This is an optimization exercise on Yosys and OpenROAD, whose aim is small area, not a production implementation. At most, simulation tests tie the RTL to the original design; equivalence was not proved.

==> 09-21 <==
==> flow/design.v <==
package core_pkg;
  typedef enum logic [2:0] {
    NO_CSR_OP = 3'd0,
    WRITE_CSR = 3'd1,
    SET_CSR   = 3'd2,
    CLEAR_CSR = 3'd3,
    SYSTEM    = 3'd4
  } csr_op_e;
  typedef logic [4:0] hpm_sel_t;
  localparam logic [11:0] CSR_MCYCLE        = 12'hB00;
  localparam logic [11:0] CSR_MINSTRET      = 12'hB02;
  localparam logic [11:0] CSR_MCYCLEH       = 12'hB80;
  localparam logic [11:0] CSR_MINSTRETH     = 12'hB82;
  localparam logic [11:0] CSR_MCOUNTINHIBIT = 12'h320;
  localparam logic [11:0] CSR_CYCLE         = 12'hC00;
  localparam logic [11:0] CSR_INSTRET       = 12'hC02;
  localparam logic [11:0] CSR_CYCLEH        = 12'hC80;
  localparam logic [11:0] CSR_INSTRETH      = 12'hC82;
  localparam logic [11:0] MHPMCOUNTER3_BASE  = 12'hB03;
  localparam logic [11:0] MHPMCOUNTER3H_BASE = 12'hB83;
  localparam logic [11:0] MHPMEVENT3_BASE    = 12'h323;
  localparam logic [11:0] HPMCOUNTER3_BASE   = 12'hC03;
  localparam logic [11:0] HPMCOUNTER3H_BASE  = 12'hC83;
  function automatic logic [31:0] csr_apply_op(input logic [2:0]  op,
                                               input logic [31:0] old_val,
                                               input logic [31:0] wdata);
    case (op)
      core_pkg::WRITE_CSR: csr_apply_op = wdata;
      core_pkg::SET_CSR:   csr_apply_op = old_val | wdata;
      core_pkg::CLEAR_CSR: csr_apply_op = old_val & ~wdata;
      default:   csr_apply_op = old_val;
    endcase
  endfunction
endpackage
module hpm_counter (
  input  logic        clk,
  input  logic        live,
  input  logic        en,
  input  logic        wr_lo,
  input  logic        wr_hi,
  input  logic [31:0] wdata,
  output logic [63:0] count
);
  localparam int B = 16;             
  localparam int NB = 64 / B;
  logic [63:0] count_q, count_d, sum;
  logic [64:0] c;
  logic [NB:0] g;
  logic        keep_lo, keep_hi, en_lo, en_hi;
  always_comb begin
    en_lo = en & ~wr_hi;
    en_hi = en & ~wr_lo;
    g[0] = 1'b1;
    for (int b = 0; b < NB; b++) g[b+1] = g[b] & (&count_q[B*b +: B]);
    for (int b = 0; b < NB; b++) begin
      c[B*b] = ((B*b < 32) ? en_lo : en_hi) & g[b];
      for (int i = B*b; i < B*b+B; i++) begin
        sum[i] = count_q[i] ^ c[i];
        if (i < B*b+B-1) c[i+1] = count_q[i] & c[i];
      end
    end
    c[64] = 1'b0;
    keep_lo = ~wr_lo & live;
    keep_hi = ~wr_hi & live;
    count_d[31:0]  = ({32{wr_lo}} & wdata) | ({32{keep_lo}} & sum[31:0]);
    count_d[63:32] = ({32{wr_hi}} & wdata) | ({32{keep_hi}} & sum[63:32]);
    if (!live && !wr_lo) count_d[0] = en_lo;
  end
  always_ff @(posedge clk) count_q <= count_d;
  assign count = count_q;
endmodule
module csr_counter_unit (
  input  logic        clk,
  input  logic        rst_n,
  input  logic        csr_valid_i,
  input  logic [2:0]  csr_op_i,
  input  logic [11:0] csr_addr_i,
  input  logic [31:0] csr_wdata_i,
  output logic [31:0] csr_rdata_o,
  output logic        csr_hit_o,
  output logic        csr_illegal_o,
  input  logic        retire_i,
  input  logic [7:0]  event_i
);
  localparam int NC = 6;
  logic [4:0]  idx;
  logic [6:0]  grp;
  logic        g_mlo, g_mhi, g_ulo, g_uhi, g_evt, idx_lo, impl, is_wr_op, wr_ok;
  logic        cnt_win, evt_win, inh_addr, hit;
  logic [6:0]  idx_is;
  logic [31:0] rdata, wdata_new;
  logic        live_q;
  logic [63:0] cnt [NC];
  logic [4:0]  evt_sel_q [4];
  logic [5:0]  inhibit_q;       
  logic [NC-1:0] cnt_en, wr_lo, wr_hi, rsel_lo, rsel_hi;
  logic [3:0]  wr_evt, rsel_evt;
  logic        wr_inh, rsel_inh;
  always_comb begin
    idx      = csr_addr_i[4:0];
    grp      = csr_addr_i[11:5];
    for (int k = 0; k < 7; k++) idx_is[k] = (idx == 5'(k));
    g_mlo    = (grp == 7'h58);
    g_mhi    = (grp == 7'h5C);
    g_ulo    = (grp == 7'h60);
    g_uhi    = (grp == 7'h64);
    g_evt    = (grp == 7'h19);
    cnt_win  = (g_mlo || g_mhi || g_ulo || g_uhi) && !idx_is[1];
    evt_win  = g_evt && (idx >= 5'd3);
    inh_addr = g_evt && idx_is[0];
    impl     = (idx <= 5'd6);
    is_wr_op = !csr_op_i[2] && (csr_op_i[1:0] != 2'b00);
    hit      = cnt_win || evt_win || inh_addr;
    csr_hit_o     = csr_valid_i && hit;
    csr_illegal_o = csr_valid_i && (((cnt_win || evt_win) && !impl) ||
                                    ((g_ulo || g_uhi) && !idx_is[1] && is_wr_op));
    wr_ok    = csr_valid_i && is_wr_op;
    for (int k = 0; k < NC; k++) begin
      idx_lo = idx_is[(k == 0) ? 0 : k + 1];
      wr_lo[k]   = wr_ok && g_mlo && idx_lo;
      wr_hi[k]   = wr_ok && g_mhi && idx_lo;
      rsel_lo[k] = live_q && (g_mlo || g_ulo) && idx_lo;
      rsel_hi[k] = live_q && (g_mhi || g_uhi) && idx_lo;
    end
    for (int k = 0; k < 4; k++) begin
      wr_evt[k]   = wr_ok && g_evt && idx_is[k + 3];
      rsel_evt[k] = live_q && g_evt && idx_is[k + 3];
    end
    wr_inh   = wr_ok && inh_addr;
    rsel_inh = live_q && inh_addr;
  end
  csr_rmux u_rmux (
    .sel_lo  (rsel_lo),
    .sel_hi  (rsel_hi),
    .sel_evt (rsel_evt),
    .sel_inh (rsel_inh),
    .cnt     ({cnt[5], cnt[4], cnt[3], cnt[2], cnt[1], cnt[0]}),
    .evt     ({evt_sel_q[3], evt_sel_q[2], evt_sel_q[1], evt_sel_q[0]}),
    .inh     ({inhibit_q[5:1], 1'b0, inhibit_q[0]}),
    .rdata   (rdata)
  );
  always_comb begin
    case (csr_op_i[1:0])
      2'd1:    wdata_new = csr_wdata_i;
      2'd2:    wdata_new = rdata | csr_wdata_i;
      default: wdata_new = rdata & ~csr_wdata_i;
    endcase
  end
  assign csr_rdata_o = rdata;
  always_comb begin
    cnt_en[0] = !(live_q && inhibit_q[0]);
    cnt_en[1] = retire_i && !(live_q && inhibit_q[1]);
    for (int k = 0; k < 4; k++)
      cnt_en[k+2] = live_q && !inhibit_q[k+2] &&
                    (evt_sel_q[k] >= 5'd1) && (evt_sel_q[k] <= 5'd8) &&
                    event_i[3'(evt_sel_q[k] - 5'd1)];
  end
  for (genvar k = 0; k < NC; k++) begin : g_cnt
    hpm_counter u_cnt (
      .clk   (clk),
      .live  (live_q),
      .en    (cnt_en[k]),
      .wr_lo (wr_lo[k]),
      .wr_hi (wr_hi[k]),
      .wdata (wdata_new),
      .count (cnt[k])
    );
  end
  always_ff @(posedge clk or negedge rst_n) begin
    if (!rst_n) live_q <= 1'b0;
    else        live_q <= 1'b1;
  end
  always_ff @(posedge clk) begin
    for (int k = 0; k < 4; k++)
      evt_sel_q[k] <= ({5{wr_evt[k]}} & wdata_new[4:0]) |
                      ({5{!wr_evt[k] && live_q}} & evt_sel_q[k]);
    inhibit_q <= ({6{wr_inh}} & {wdata_new[6:2], wdata_new[0]}) |
                 ({6{!wr_inh && live_q}} & inhibit_q);
  end
endmodule
module csr_rmux (
  input  logic [5:0]      sel_lo,
  input  logic [5:0]      sel_hi,
  input  logic [3:0]      sel_evt,
  input  logic            sel_inh,
  input  logic [6*64-1:0] cnt,
  input  logic [19:0]     evt,
  input  logic [6:0]      inh,
  output logic [31:0]     rdata
);
  always_comb begin
    rdata = '0;
    for (int k = 0; k < 6; k++)
      rdata = rdata | ({32{sel_lo[k]}} & cnt[64*k +: 32]) |
                      ({32{sel_hi[k]}} & cnt[64*k+32 +: 32]);
    for (int k = 0; k < 4; k++)
      rdata = rdata | {27'd0, {5{sel_evt[k]}} & evt[5*k +: 5]};
    rdata = rdata | {25'd0, {7{sel_inh}} & inh};
  end
endmodule
==> flow/run.sh <==
#!/bin/bash
# synth_recipe.tcl (not shown) runs the flow's synth.tcl, then flattens the netlist and writes it again
# the make line also repeats each setting of config.mk as NAME=value (left out here)
make -C /OpenROAD-flow-scripts/flow DESIGN_CONFIG=/design/flow/config.mk WORK_HOME=/design/flow/orfs CLKGATE_MAP_FILE= SYNTH_SCRIPT=/design/flow/synth_recipe.tcl finish
==> flow/config.mk <==
export PLATFORM = sky130hd
export DESIGN_NAME = csr_counter_unit
export DESIGN_NICKNAME = csr_counter_unit
export VERILOG_FILES = /design/flow/design.v
export SDC_FILE = /design/flow/constraint.sdc
export NUM_CORES = 4
export LEC_CHECK = 0
export CAP_MARGIN = 20
export CORE_MARGIN = 2
export CORE_UTILIZATION = 40
export CTS_BUF_LIST = sky130_fd_sc_hd__clkbuf_4 sky130_fd_sc_hd__clkbuf_8
export SLEW_MARGIN = 20
export SYNTH_HIERARCHICAL = 1
==> flow/constraint.sdc <==
create_clock -name core_clock -period 6.5 [get_ports {clk}]
set_input_delay 1.3000 -clock core_clock [delete_from_list [all_inputs] [get_ports {clk}]]
set_output_delay 1.3000 -clock core_clock [all_outputs]
set_load 0.01 [all_outputs]
==> 04-09: changes against 09-21 <==
--- a/flow/design.v
+++ b/flow/design.v
@@ -43,6 +43,6 @@
 );
-  localparam int B = 16;             
+  localparam int B = 8;              
   localparam int NB = 64 / B;
-  logic [63:0] count_q, count_d, sum;
-  logic [64:0] c;
+  logic [63:0] count_q, count_d;
+  logic [63:0] c, co;   
   logic [NB:0] g;
@@ -54,15 +54,24 @@
     for (int b = 0; b < NB; b++) g[b+1] = g[b] & (&count_q[B*b +: B]);
-    for (int b = 0; b < NB; b++) begin
-      c[B*b] = ((B*b < 32) ? en_lo : en_hi) & g[b];
-      for (int i = B*b; i < B*b+B; i++) begin
-        sum[i] = count_q[i] ^ c[i];
-        if (i < B*b+B-1) c[i+1] = count_q[i] & c[i];
-      end
-    end
-    c[64] = 1'b0;
+    for (int b = 0; b < NB; b++) c[B*b] = ((B*b < 32) ? en_lo : en_hi) & g[b];
     keep_lo = ~wr_lo & live;
     keep_hi = ~wr_hi & live;
-    count_d[31:0]  = ({32{wr_lo}} & wdata) | ({32{keep_lo}} & sum[31:0]);
-    count_d[63:32] = ({32{wr_hi}} & wdata) | ({32{keep_hi}} & sum[63:32]);
-    if (!live && !wr_lo) count_d[0] = en_lo;
+  end
+  for (genvar i = 0; i < 64; i++) begin : g_bit
+    if (i % B != 0) begin : g_ci
+      assign c[i] = co[i-1];
+    end
+    if (i == 0) begin : g_b0
+      assign co[0] = count_q[0] & c[0];
+      assign count_d[0] = wr_lo ? wdata[0] : (live ? count_q[0] ^ c[0] : c[0]);
+    end else begin : g_bn
+      hpm_bit u_bit (
+        .q    (count_q[i]),
+        .c    (c[i]),
+        .wr   ((i < 32) ? wr_lo : wr_hi),
+        .keep ((i < 32) ? keep_lo : keep_hi),
+        .w    (wdata[i % 32]),
+        .d    (count_d[i]),
+        .co   (co[i])
+      );
+    end
   end
@@ -70,2 +79,14 @@
   assign count = count_q;
+endmodule
+module hpm_bit (
+  input  logic q,
+  input  logic c,
+  input  logic wr,
+  input  logic keep,
+  input  logic w,
+  output logic d,
+  output logic co
+);
+  assign d  = (wr & w) | (keep & (q ^ c));
+  assign co = q & c;
 endmodule
@@ -141,10 +162,9 @@
   );
-  always_comb begin
-    case (csr_op_i[1:0])
-      2'd1:    wdata_new = csr_wdata_i;
-      2'd2:    wdata_new = rdata | csr_wdata_i;
-      default: wdata_new = rdata & ~csr_wdata_i;
-    endcase
-  end
+  logic op_w1, op_r1;
+  assign op_w1 = !(csr_op_i[1] && csr_op_i[0]);     
+  assign op_r1 = csr_op_i[1];                        
+  assign wdata_new = (csr_wdata_i & {32{op_w1}}) | (rdata & ~csr_wdata_i & {32{op_r1}});
   assign csr_rdata_o = rdata;
+  logic [7:0] evt_ext;
+  assign evt_ext = {event_i[6:0], 1'b0};
   always_comb begin
@@ -153,5 +173,5 @@
     for (int k = 0; k < 4; k++)
-      cnt_en[k+2] = live_q && !inhibit_q[k+2] &&
-                    (evt_sel_q[k] >= 5'd1) && (evt_sel_q[k] <= 5'd8) &&
-                    event_i[3'(evt_sel_q[k] - 5'd1)];
+      cnt_en[k+2] = live_q && !inhibit_q[k+2] && !evt_sel_q[k][4] &&
+                    (evt_sel_q[k][3] ? (evt_sel_q[k][2:0] == 3'd0) && event_i[7]
+                                     : evt_ext[evt_sel_q[k][2:0]]);
   end
@@ -190,11 +210,57 @@
 );
-  always_comb begin
-    rdata = '0;
-    for (int k = 0; k < 6; k++)
-      rdata = rdata | ({32{sel_lo[k]}} & cnt[64*k +: 32]) |
-                      ({32{sel_hi[k]}} & cnt[64*k+32 +: 32]);
+  logic [31:0] xtra;        
+  always_comb begin
+    xtra = '0;
     for (int k = 0; k < 4; k++)
-      rdata = rdata | {27'd0, {5{sel_evt[k]}} & evt[5*k +: 5]};
-    rdata = rdata | {25'd0, {7{sel_inh}} & inh};
-  end
-endmodule
+      xtra = xtra | {27'd0, {5{sel_evt[k]}} & evt[5*k +: 5]};
+    xtra = xtra | {25'd0, {7{sel_inh}} & inh};
+  end
+  for (genvar b = 0; b < 32; b++) begin : g_bit
+    logic [11:0] dat;
+    for (genvar k = 0; k < 6; k++) begin : g_k
+      assign dat[2*k]   = cnt[64*k + b];
+      assign dat[2*k+1] = cnt[64*k + 32 + b];
+    end
+    if (b < 7) begin : g_x
+      csr_rmux_bitx u_bit (
+        .sel ({sel_hi[5], sel_lo[5], sel_hi[4], sel_lo[4], sel_hi[3], sel_lo[3],
+               sel_hi[2], sel_lo[2], sel_hi[1], sel_lo[1], sel_hi[0], sel_lo[0]}),
+        .dat (dat), .x (xtra[b]), .y (rdata[b]));
+    end else begin : g_n
+      csr_rmux_bit u_bit (
+        .sel ({sel_hi[5], sel_lo[5], sel_hi[4], sel_lo[4], sel_hi[3], sel_lo[3],
+               sel_hi[2], sel_lo[2], sel_hi[1], sel_lo[1], sel_hi[0], sel_lo[0]}),
+        .dat (dat), .y (rdata[b]));
+    end
+  end
+endmodule
+module csr_rmux_bit (
+  input  logic [11:0] sel,
+  input  logic [11:0] dat,
+  output logic        y
+);
+  logic [3:0] t_n;
+  for (genvar j = 0; j < 4; j++) begin : g_t
+    csr_aoi3 u_t (.s(sel[3*j +: 3]), .d(dat[3*j +: 3]), .y_n(t_n[j]));
+  end
+  assign y = ~(&t_n);
+endmodule
+module csr_rmux_bitx (
+  input  logic [11:0] sel,
+  input  logic [11:0] dat,
+  input  logic        x,
+  output logic        y
+);
+  logic [3:0] t_n;
+  for (genvar j = 0; j < 4; j++) begin : g_t
+    csr_aoi3 u_t (.s(sel[3*j +: 3]), .d(dat[3*j +: 3]), .y_n(t_n[j]));
+  end
+  assign y = ~(&t_n) | x;
+endmodule
+module csr_aoi3 (
+  input  logic [2:0] s,
+  input  logic [2:0] d,
+  output logic       y_n
+);
+  assign y_n = ~(|(s & d));
+endmodule
==> flow/flow/run.sh (new file) <==
#!/bin/bash
set -euo pipefail
export CTS_ARGS="-sink_clustering_enable -repair_clock_nets -dont_use_dummy_load -sink_clustering_size 24 -sink_clustering_max_diameter 100 -buf_list sky130_fd_sc_hd__clkbuf_16"
export BUFFER_PORTS_ARGS="-buffer_cell sky130_fd_sc_hd__buf_1"
export REMOVE_ABC_BUFFERS=1
export RECOVER_POWER=100
bash standard.sh > flow_run.log 2>&1
==> flow/standard.sh (new file) <==
#!/bin/bash
# synth_recipe.tcl (not shown) runs the flow's synth.tcl, then flattens the netlist and writes it again
# the make line also repeats each setting of config.mk as NAME=value (left out here)
make -C /OpenROAD-flow-scripts/flow DESIGN_CONFIG=/design/flow/config.mk WORK_HOME=/design/flow/orfs CLKGATE_MAP_FILE= SYNTH_SCRIPT=/design/flow/synth_recipe.tcl "${@:-finish}"
CAP_MARGIN = 0   (was 20)
CORE_UTILIZATION = 65   (was 40)
CTS_BUF_LIST = default   (was sky130_fd_sc_hd__clkbuf_4 sky130_fd_sc_hd__clkbuf_8)
SLEW_MARGIN = 0   (was 20)
removed: flow/run.sh
==> 01-11: changes against 09-21 <==
--- a/flow/design.v
+++ b/flow/design.v
@@ -43,6 +43,6 @@
 );
-  localparam int B = 16;             
+  localparam int B = 8;              
   localparam int NB = 64 / B;
-  logic [63:0] count_q, count_d, sum;
-  logic [64:0] c;
+  logic [63:0] count_q, count_d;
+  logic [63:0] c, co;   
   logic [NB:0] g;
@@ -54,15 +54,24 @@
     for (int b = 0; b < NB; b++) g[b+1] = g[b] & (&count_q[B*b +: B]);
-    for (int b = 0; b < NB; b++) begin
-      c[B*b] = ((B*b < 32) ? en_lo : en_hi) & g[b];
-      for (int i = B*b; i < B*b+B; i++) begin
-        sum[i] = count_q[i] ^ c[i];
-        if (i < B*b+B-1) c[i+1] = count_q[i] & c[i];
-      end
-    end
-    c[64] = 1'b0;
+    for (int b = 0; b < NB; b++) c[B*b] = ((B*b < 32) ? en_lo : en_hi) & g[b];
     keep_lo = ~wr_lo & live;
     keep_hi = ~wr_hi & live;
-    count_d[31:0]  = ({32{wr_lo}} & wdata) | ({32{keep_lo}} & sum[31:0]);
-    count_d[63:32] = ({32{wr_hi}} & wdata) | ({32{keep_hi}} & sum[63:32]);
-    if (!live && !wr_lo) count_d[0] = en_lo;
+  end
+  for (genvar i = 0; i < 64; i++) begin : g_bit
+    if (i % B != 0) begin : g_ci
+      assign c[i] = co[i-1];
+    end
+    if (i == 0) begin : g_b0
+      assign co[0] = count_q[0] & c[0];
+      assign count_d[0] = wr_lo ? wdata[0] : (live ? count_q[0] ^ c[0] : c[0]);
+    end else begin : g_bn
+      hpm_bit u_bit (
+        .q    (count_q[i]),
+        .c    (c[i]),
+        .wr   ((i < 32) ? wr_lo : wr_hi),
+        .keep ((i < 32) ? keep_lo : keep_hi),
+        .w    (wdata[i % 32]),
+        .d    (count_d[i]),
+        .co   (co[i])
+      );
+    end
   end
@@ -70,2 +79,14 @@
   assign count = count_q;
+endmodule
+module hpm_bit (
+  input  logic q,
+  input  logic c,
+  input  logic wr,
+  input  logic keep,
+  input  logic w,
+  output logic d,
+  output logic co
+);
+  assign d  = (wr & w) | (keep & (q ^ c));
+  assign co = q & c;
 endmodule
@@ -190,11 +211,57 @@
 );
-  always_comb begin
-    rdata = '0;
-    for (int k = 0; k < 6; k++)
-      rdata = rdata | ({32{sel_lo[k]}} & cnt[64*k +: 32]) |
-                      ({32{sel_hi[k]}} & cnt[64*k+32 +: 32]);
+  logic [31:0] xtra;        
+  always_comb begin
+    xtra = '0;
     for (int k = 0; k < 4; k++)
-      rdata = rdata | {27'd0, {5{sel_evt[k]}} & evt[5*k +: 5]};
-    rdata = rdata | {25'd0, {7{sel_inh}} & inh};
-  end
-endmodule
+      xtra = xtra | {27'd0, {5{sel_evt[k]}} & evt[5*k +: 5]};
+    xtra = xtra | {25'd0, {7{sel_inh}} & inh};
+  end
+  for (genvar b = 0; b < 32; b++) begin : g_bit
+    logic [11:0] dat;
+    for (genvar k = 0; k < 6; k++) begin : g_k
+      assign dat[2*k]   = cnt[64*k + b];
+      assign dat[2*k+1] = cnt[64*k + 32 + b];
+    end
+    if (b < 7) begin : g_x
+      csr_rmux_bitx u_bit (
+        .sel ({sel_hi[5], sel_lo[5], sel_hi[4], sel_lo[4], sel_hi[3], sel_lo[3],
+               sel_hi[2], sel_lo[2], sel_hi[1], sel_lo[1], sel_hi[0], sel_lo[0]}),
+        .dat (dat), .x (xtra[b]), .y (rdata[b]));
+    end else begin : g_n
+      csr_rmux_bit u_bit (
+        .sel ({sel_hi[5], sel_lo[5], sel_hi[4], sel_lo[4], sel_hi[3], sel_lo[3],
+               sel_hi[2], sel_lo[2], sel_hi[1], sel_lo[1], sel_hi[0], sel_lo[0]}),
+        .dat (dat), .y (rdata[b]));
+    end
+  end
+endmodule
+module csr_rmux_bit (
+  input  logic [11:0] sel,
+  input  logic [11:0] dat,
+  output logic        y
+);
+  logic [3:0] t_n;
+  for (genvar j = 0; j < 4; j++) begin : g_t
+    csr_aoi3 u_t (.s(sel[3*j +: 3]), .d(dat[3*j +: 3]), .y_n(t_n[j]));
+  end
+  assign y = ~(&t_n);
+endmodule
+module csr_rmux_bitx (
+  input  logic [11:0] sel,
+  input  logic [11:0] dat,
+  input  logic        x,
+  output logic        y
+);
+  logic [3:0] t_n;
+  for (genvar j = 0; j < 4; j++) begin : g_t
+    csr_aoi3 u_t (.s(sel[3*j +: 3]), .d(dat[3*j +: 3]), .y_n(t_n[j]));
+  end
+  assign y = ~(&t_n) | x;
+endmodule
+module csr_aoi3 (
+  input  logic [2:0] s,
+  input  logic [2:0] d,
+  output logic       y_n
+);
+  assign y_n = ~(|(s & d));
+endmodule
CORE_UTILIZATION = 65   (was 40)
CTS_BUF_LIST = sky130_fd_sc_hd__clkbuf_16   (was sky130_fd_sc_hd__clkbuf_4 sky130_fd_sc_hd__clkbuf_8)
CTS_CLUSTER_DIAMETER = 100   (was default)
CTS_CLUSTER_SIZE = 30   (was default)
==> results.toml <==
[outcome]
status = "failed layout checks"
violatedChecks = "capacitance limit, slew limit"

[logic_synthesis]
synthTopCellsByArea = "dfxtp_1 (39%), ha_1 (23%), a22o_1 (16%), a222oi_1 (6.3%), nand4_1 (3.1%)"
ys_warn_count = 68

[sta]
slew_violations = 39
timing.final.ws_setup_ns = 0.389
post-route-period-util_pct = 94.0

[power_and_ir_drop]
pg_clk_mw = 1.40
power.switching_mw = 1.00
power_frac_seq_pct = 60.9

[critical_path]
reg2reg_slack_ns = 1.71

[floorplanning]
fp.dieH_um = 184
die_x_um = 184

[routing]
met1Wirelength_um = 27600

[global_routing]
grt_pass1_vias = 17200
use_met1_pct = 53.5

[flow_run]
cap_violations = 3
Source of the figures above: 04-09

==> results.toml <==
[outcome]
status = "timing/DRC/antenna clean"

[global_routing]
grt_pass1_vias = 19500
grt_max_degree = 73
use_met1_pct = 38.1

[logic_synthesis]
ys_warn_count = 12
synthTopCellsByArea = "dfxtp_1 (36%), ha_1 (21%), a22o_1 (11%), nand2_1 (7.0%), a221oi_1 (4.4%)"

[sta]
slew_violations = 0
post-route-period-util_pct = 94.0
timing.final.ws_setup_ns = 0.390
hold_viol_final = 0

[routing]
met1Wirelength_um = 35200

[floorplanning]
die_x_um = 241
fp.dieH_um = 241

[power_and_ir_drop]
pg_clk_mw = 2.65
power.switching_mw = 1.39
power_frac_seq_pct = 46.0

[layout]
inverters_excl_clock = 20

[flow_run]
cap_violations = 0
Source of the figures above: 09-21

==> results.toml <==
[global_routing]
grt_usage_pct = 41.6
use_met1_pct = 57.6
grt_pass1_vias = 17400

[routing]
met1Wirelength_um = 29600
viasPerCell = 7.52

[logic_synthesis]
synthTopCellsByArea = "dfxtp_1 (38%), ha_1 (23%), a22o_1 (15%), a222oi_1 (6.2%), nand4_1 (3.0%)"
synth_top_family_by_area = "compound AO/OA/AOI/OAI gates"
netlist_instances = 1868

[floorplanning]
die_x_um = 186

[power_and_ir_drop]
power.switching_mw = 1.05
power_frac_seq_pct = 60.3
pg_clk_mw = 1.34

[critical_path]
reg2reg_slack_ns = 1.79
rr_worst_depth = 18
cp.required_ns = 5.20

[outcome]
status = "timing/DRC/antenna clean"

[sta]
slew_violations = 0
post-route-period-util_pct = 95.3
max_freq_ghz = 0.161
timing.final.ws_setup_ns = 0.303

[flow_run]
cap_violations = 0
Source of the figures above: 01-11

Function not checked in 09-21 and 01-11: the RTL went through the layout flow alone.

[what the ideal ports hide]
In the flow no input, the clock included, has a driving cell. The finished layouts below were timed again as built, in two steps. Step 1 (the two cells are an assumption about what drives the block):
set clk [get_ports {clk}]
set_driving_cell -lib_cell sky130_fd_sc_hd__clkbuf_16 $clk
set_driving_cell -lib_cell sky130_fd_sc_hd__buf_2 [delete_from_list [all_inputs] $clk]
Step 2 adds t to the input delays and takes it off the output delays; t is the mean of the earliest and latest rising clock arrival at the registers after step 1. Input paths then give back, and output paths get back, about the clock's delay inside the block. a / b / c = ideal / step 1 / step 2; a / b = the first two.
run | t (ns) | setup WS [ns] | worst hold slack (ns)
09-21 | 0.722 | 0.390 / 0.407 / -0.306 | 0.510 / 0.510 / 0.510
04-09 | 0.575 | 0.389 / 0.369 / 0.213 | 0.490 / 0.460 / 0.495
01-11 | 0.595 | 0.303 / 0.268 / 0.268 | 0.500 / 0.500 / 0.500
With both steps, setup timing fails in 09-21, where it was met with ideal ports. For 09-21, which loses most, drivers alone change the setup slack by +0.017 ns; drivers and shift together by -0.696 ns.
